What follows belongs to an exercise in optimizing a design on an open flow for small area, a short achievable clock period and few clock cycles; a production flow would make more cautious choices. Only simulation tests tie the RTL to the original design; equivalence was not proved. Power is estimated from default activity; no workload was simulated.

==> module tl_sequencer, before the edit <==
module tl_sequencer (
	input  logic            clock,
	input  logic            reset,
	output logic            a_ready,
	input  logic            a_valid,
	input  tl_pkg::opcode_t a_opcode,
	input  tl_pkg::size_t   a_size,
	input  tl_pkg::source_t a_source,
	input  tl_pkg::addr_t   a_address,
	input  logic [3:0]      a_mask,
	input  logic [31:0]     a_data,
	input  logic            d_ready,
	output logic            d_valid,
	output tl_pkg::opcode_t d_opcode,
	output tl_pkg::size_t   d_size,
	output tl_pkg::source_t d_source,
	output logic            d_denied,
	output logic            d_corrupt,
	output logic [31:0]     d_data,
	output tl_pkg::addr_t   req_address,
	output tl_pkg::size_t   req_size,
	input  logic            req_aligned,
	input  logic            req_carry12,
	output logic [19:0]     chk_page,
	output tl_pkg::size_t   chk_size,
	output logic            chk_carry,
	output logic            chk_aligned,
	output logic            chk_write,
	input  logic            allowed,
	input  logic            in_ram,
	output logic            ram_write,
	output logic [7:0]      ram_wrow,
	output logic [15:0]     ram_wcol,
	output logic [31:0]     ram_wdata,
	output logic [3:0]      ram_wmask,
	output logic [7:0]      ram_rrow,
	output logic [15:0]     ram_rcol,
	input  logic [31:0]     ram_rdata
);
	logic            av;
	logic            a_get;      
	logic            a_put;      
	logic [19:0]     a_page;     
	logic            a_c12;      
	logic            a_aln;      
	logic            a_wr;       
	tl_pkg::size_t   a_sz;
	tl_pkg::source_t a_src;
	logic [7:0]      a_row;      
	logic [15:0]     a_col;      
	logic [3:0]      a_msk;
	logic [31:0]     a_dat;
	logic            bv;
	logic            b_last;
	logic [12:0]     b_rem;      
	logic [7:0]      b_row;      
	logic [15:0]     b_col;      
	logic            b_data_op;  
	logic            b_denied;
	logic            b_corrupt;
	tl_pkg::size_t   b_sz;
	tl_pkg::source_t b_src;
	logic            dv;         
	logic            sv;         
	logic [39:0]     q_beat0;
	logic [39:0]     q_beat1;
	logic            q_wp;
	logic            q_rp;
	logic            q_rp_n;
	logic            push;
	logic            pop;
	logic [39:0]     d_beat;
	logic            rdy;
	logic            a_fire;
	logic            b_free;
	logic            take;
	logic            take_n;
	logic            wr_in;      
	logic            a_wr_n;
	logic            we;         
	logic            issue;
	logic            av_n;
	logic            bv_n;
	logic            b_last_n;
	logic            sv_n;
	logic            get_ok;
	logic [12:0]     rem_load;
	logic [39:0]     beat;
	assign b_free = !bv || (b_last && !sv);
	assign take   = av && b_free;
	assign a_fire = rdy && a_valid;
	assign req_address = a_address;
	assign req_size    = a_size;
	always_ff @(posedge clock)
		if (a_fire) begin
			a_get  <= a_opcode == tl_pkg::op_get;
			a_put  <= a_opcode == tl_pkg::op_put_full;
			a_page <= a_address[31:12];
			a_c12  <= req_carry12;
			a_aln  <= req_aligned;
			a_wr   <= wr_in;
			a_sz   <= a_size;
			a_src  <= a_source;
			a_row  <= 8'(1) << a_address[8:6];
			a_col  <= 16'(1) << a_address[5:2];
			a_msk  <= a_mask;
			a_dat  <= a_data;
		end
	assign wr_in = a_opcode == tl_pkg::op_put_full && a_size <= 4'd2 && req_aligned
		&& a_address[31:14] == 18'h2_0000;
	assign chk_page    = a_page;
	assign chk_size    = a_sz;
	assign chk_carry   = a_c12;
	assign chk_aligned = a_aln;
	assign chk_write   = a_put;
	assign get_ok = a_get && allowed;
	always_comb begin
		rem_load = '0;
		if (a_sz > 4'd2)
			rem_load = 13'((32'd1 << (a_sz - 4'd2)) - 32'd1);
	end
	assign ram_write  = we;
	assign ram_wrow   = a_row;
	assign ram_wcol   = a_col;
	assign ram_wdata  = a_dat;
	assign ram_wmask  = a_msk;
	assign issue = bv && !sv;
	always_ff @(posedge clock) begin
		if (take) begin
			b_rem     <= rem_load;
			b_row     <= (get_ok && in_ram) ? a_row : 8'd0;
			b_col     <= a_col;
			b_data_op <= a_get;
			b_denied  <= a_get ? !allowed : !(a_put && allowed && a_sz <= 4'd2);
			b_corrupt <= a_get && !allowed;
			b_sz      <= a_sz;
			b_src     <= a_src;
		end else if (issue) begin
			b_rem <= b_rem - 13'd1;
			b_col <= {b_col[14:0], b_col[15]};
			if (b_col[15])
				b_row <= {b_row[6:0], b_row[7]};
		end
	end
	assign ram_rrow = b_row;
	assign ram_rcol = b_col;
	assign beat = {b_data_op, b_sz, b_src, b_denied, b_corrupt, ram_rdata};
	assign push   = issue;
	assign pop    = dv && d_ready;
	assign q_rp_n = q_rp ^ pop;
	always_ff @(posedge clock) begin
		if (push && !q_wp)
			q_beat0 <= beat;
		if (push && q_wp)
			q_beat1 <= beat;
		d_beat <= (push && q_wp == q_rp_n) ? beat : (q_rp_n ? q_beat1 : q_beat0);
	end
	always_comb begin
		av_n     = a_fire || (av && !take);
		bv_n     = take || (bv && !(issue && b_last));
		b_last_n = take ? !(get_ok && a_sz > 4'd2) : (issue ? b_rem == 13'd1 : b_last);
		sv_n     = dv && !d_ready && (sv || issue);
		a_wr_n   = a_fire ? wr_in : a_wr;
		take_n   = av_n && (!bv_n || (b_last_n && !sv_n));
	end
	always_ff @(posedge clock) begin
		if (reset) begin
			av     <= 1'b0;
			bv     <= 1'b0;
			dv     <= 1'b0;
			sv     <= 1'b0;
			q_wp   <= 1'b0;
			q_rp   <= 1'b0;
			rdy    <= 1'b1;
			b_last <= 1'b1;
			we     <= 1'b0;
		end else begin
			av     <= av_n;
			bv     <= bv_n;
			b_last <= b_last_n;
			dv     <= (dv && !d_ready) || sv || issue;
			sv     <= sv_n;
			q_wp   <= q_wp ^ push;
			q_rp   <= q_rp_n;
			we     <= take_n && a_wr_n;
			rdy    <= !av_n || !bv_n || (b_last_n && !sv_n);
		end
	end
	assign a_ready   = rdy;
	assign d_valid   = dv;
	assign d_opcode  = {2'b00, d_beat[39]};
	assign d_size    = d_beat[38:35];
	assign d_source  = d_beat[34];
	assign d_denied  = d_beat[33];
	assign d_corrupt = d_beat[32];
	assign d_data    = d_beat[31:0];
endmodule
clock: 12.0 ns
lec_check: 0
cap_margin: 20
core_margin: 2
core_utilization: 60
cts_cluster_diameter: 100
cts_cluster_size: 30
place_density: 0.7
slew_margin: 20
synth_memory_max_bits: 16384
buffer_ports_args: -buffer_cell sky130_fd_sc_hd__buf_4
setup_slack_margin: 8.2
standard.sh (not shown) runs the stock make flow with config.mk's settings and CLKGATE_MAP_FILE= SYNTH_SCRIPT=/design/flow/synth_recipe.tcl, a recipe that flattens the netlist after the stock synthesis.
==> flow/flow/run.sh <==
#!/bin/bash
set -euo pipefail
here=$(pwd)
cat >> config.mk <<'EOF'
export BUFFER_PORTS_ARGS = -buffer_cell sky130_fd_sc_hd__buf_4
export SETUP_SLACK_MARGIN = 8.2
EOF
res=$here/orfs/results/sky130hd/tl_responder/base
bash standard.sh "$res/3_3_place_gp.odb" > make_place_gp.log 2>&1
cp "$res/3_3_place_gp.odb" "$here/3_3_place_gp.orig.odb"
ODB_IN="$here/3_3_place_gp.orig.odb" ODB_OUT="$res/3_3_place_gp.odb" \
  openroad -no_init -exit "$here/flow/move_obufs.tcl" > move_obufs.log 2>&1
rm -f "$here/3_3_place_gp.orig.odb"
bash standard.sh > make_finish.log 2>&1
==> flow/flow/move_obufs.tcl <==
# Move each output port's buffer next to the flip-flop that drives it, so that
# the flip-flop sees a short wire and the (stronger) buffer drives the long
# wire to the pin; then place the pins again for the new buffer locations.
# Reads and writes the global placement result.
read_db $::env(ODB_IN)
set block [ord::get_db_block]
set moved 0
foreach bterm [$block getBTerms] {
  if {[$bterm getIoType] ne "OUTPUT"} { continue }
  set net [$bterm getNet]
  if {$net eq "NULL"} { continue }
  set buf ""
  foreach it [$net getITerms] {
    if {[$it isOutputSignal]} { set buf [$it getInst] }
  }
  if {$buf eq ""} { continue }
  # the buffer's input net and its driver
  set drv ""
  foreach it [$buf getITerms] {
    if {[$it isInputSignal]} {
      set in_net [$it getNet]
      if {$in_net eq "NULL"} { continue }
      foreach it2 [$in_net getITerms] {
        if {[$it2 isOutputSignal]} { set drv [$it2 getInst] }
      }
    }
  }
  if {$drv eq ""} { continue }
  set loc [$drv getLocation]
  set x [expr {[lindex $loc 0] + [[$drv getMaster] getWidth]}]
  $buf setLocation $x [lindex $loc 1]
  $buf setPlacementStatus PLACED
  incr moved
}
puts "move_obufs: moved $moved output buffers"
# Place the pins again, now next to the moved buffers
place_pins -hor_layers met3 -ver_layers met2
write_db $::env(ODB_OUT)
Testbench counts at the start, summed over its fixed seeds: cycles 50,337.
==> next run, changes <==
--- a/flow/design.v
+++ b/flow/design.v
@@ -205,19 +205,13 @@
 	logic            b_data_op;  
 	logic            b_denied;
 	logic            b_corrupt;
 	tl_pkg::size_t   b_sz;
 	tl_pkg::source_t b_src;
-	logic            dv;         
-	logic            sv;         
-	logic [39:0]     q_beat0;
-	logic [39:0]     q_beat1;
-	logic            q_wp;
-	logic            q_rp;
-	logic            q_rp_n;
-	logic            push;
-	logic            pop;
+	logic            dv;
+	logic            sv;
+	logic [39:0]     s_beat;
 	logic [39:0]     d_beat;
 	logic            rdy;
 	logic            a_fire;
 	logic            b_free;
 	logic            take;
@@ -290,19 +284,15 @@
 		end
 	end
 	assign ram_rrow = b_row;
 	assign ram_rcol = b_col;
 	assign beat = {b_data_op, b_sz, b_src, b_denied, b_corrupt, ram_rdata};
-	assign push   = issue;
-	assign pop    = dv && d_ready;
-	assign q_rp_n = q_rp ^ pop;
 	always_ff @(posedge clock) begin
-		if (push && !q_wp)
-			q_beat0 <= beat;
-		if (push && q_wp)
-			q_beat1 <= beat;
-		d_beat <= (push && q_wp == q_rp_n) ? beat : (q_rp_n ? q_beat1 : q_beat0);
+		if (!sv)
+			s_beat <= beat;
+		if (!dv || d_ready)
+			d_beat <= sv ? s_beat : beat;
 	end
 	always_comb begin
 		av_n     = a_fire || (av && !take);
 		bv_n     = take || (bv && !(issue && b_last));
 		b_last_n = take ? !(get_ok && a_sz > 4'd2) : (issue ? b_rem == 13'd1 : b_last);
@@ -314,23 +304,19 @@
 		if (reset) begin
 			av     <= 1'b0;
 			bv     <= 1'b0;
 			dv     <= 1'b0;
 			sv     <= 1'b0;
-			q_wp   <= 1'b0;
-			q_rp   <= 1'b0;
 			rdy    <= 1'b1;
 			b_last <= 1'b1;
 			we     <= 1'b0;
 		end else begin
 			av     <= av_n;
 			bv     <= bv_n;
 			b_last <= b_last_n;
 			dv     <= (dv && !d_ready) || sv || issue;
 			sv     <= sv_n;
-			q_wp   <= q_wp ^ push;
-			q_rp   <= q_rp_n;
 			we     <= take_n && a_wr_n;
 			rdy    <= !av_n || !bv_n || (b_last_n && !sv_n);
 		end
 	end
 	assign a_ready   = rdy;
Result: Clock skew goes down by 0.018 ns. Clock power goes down by about 0.7%. Power goes down by about 0.66%. Die area goes down by about 1.1%. Final cell count goes down by 1.6%. Wire length goes down by 0.88%. Register-to-register slack is about the same. Worst setup slack loses 0.059 ns. Hold slack loses 0.0076 ns. Area after synthesis goes down by 1.1%. Critical path depth goes down by 8. First-iteration DRC count goes up by about 0.4%.
Testbench counts after the change, summed over its fixed seeds: cycles 50,337.

-- afterwards: timing with drivers on the ports --
No port has a modelled driver above. Below, the same layouts with a new extraction and two added sets of constraints.
Step 1: set_driving_cell puts a clkbuf_16 on clock and a buf_2 on each other input, an assumption about the parent block.
Step 2, shift: input delay + t, output delay - t, t = (earliest + latest rising clock arrival at the registers) / 2. This alone moves slack from input paths to output paths.
Slacks: ideal / step 1 / step 2; pairs: ideal / step 1.
run	shift t [ns]	setup WS [ns]	worst hold slack (ns)	worst setup path after step 2	slew at the worst register clock pin (ns)
the first run	0.970	8.172 / 8.123 / 7.566	0.460 / 0.460 / 0.460	input to register	0.12 / 0.12
the second run	1.002	8.113 / 8.000 / 7.470	0.453 / 0.453 / 0.453	input to register	0.12 / 0.12
After both steps setup and hold are still met in every run listed. The setup slack of the second run, which loses most, moves by -0.113 ns with the drivers and by -0.643 ns with both steps.
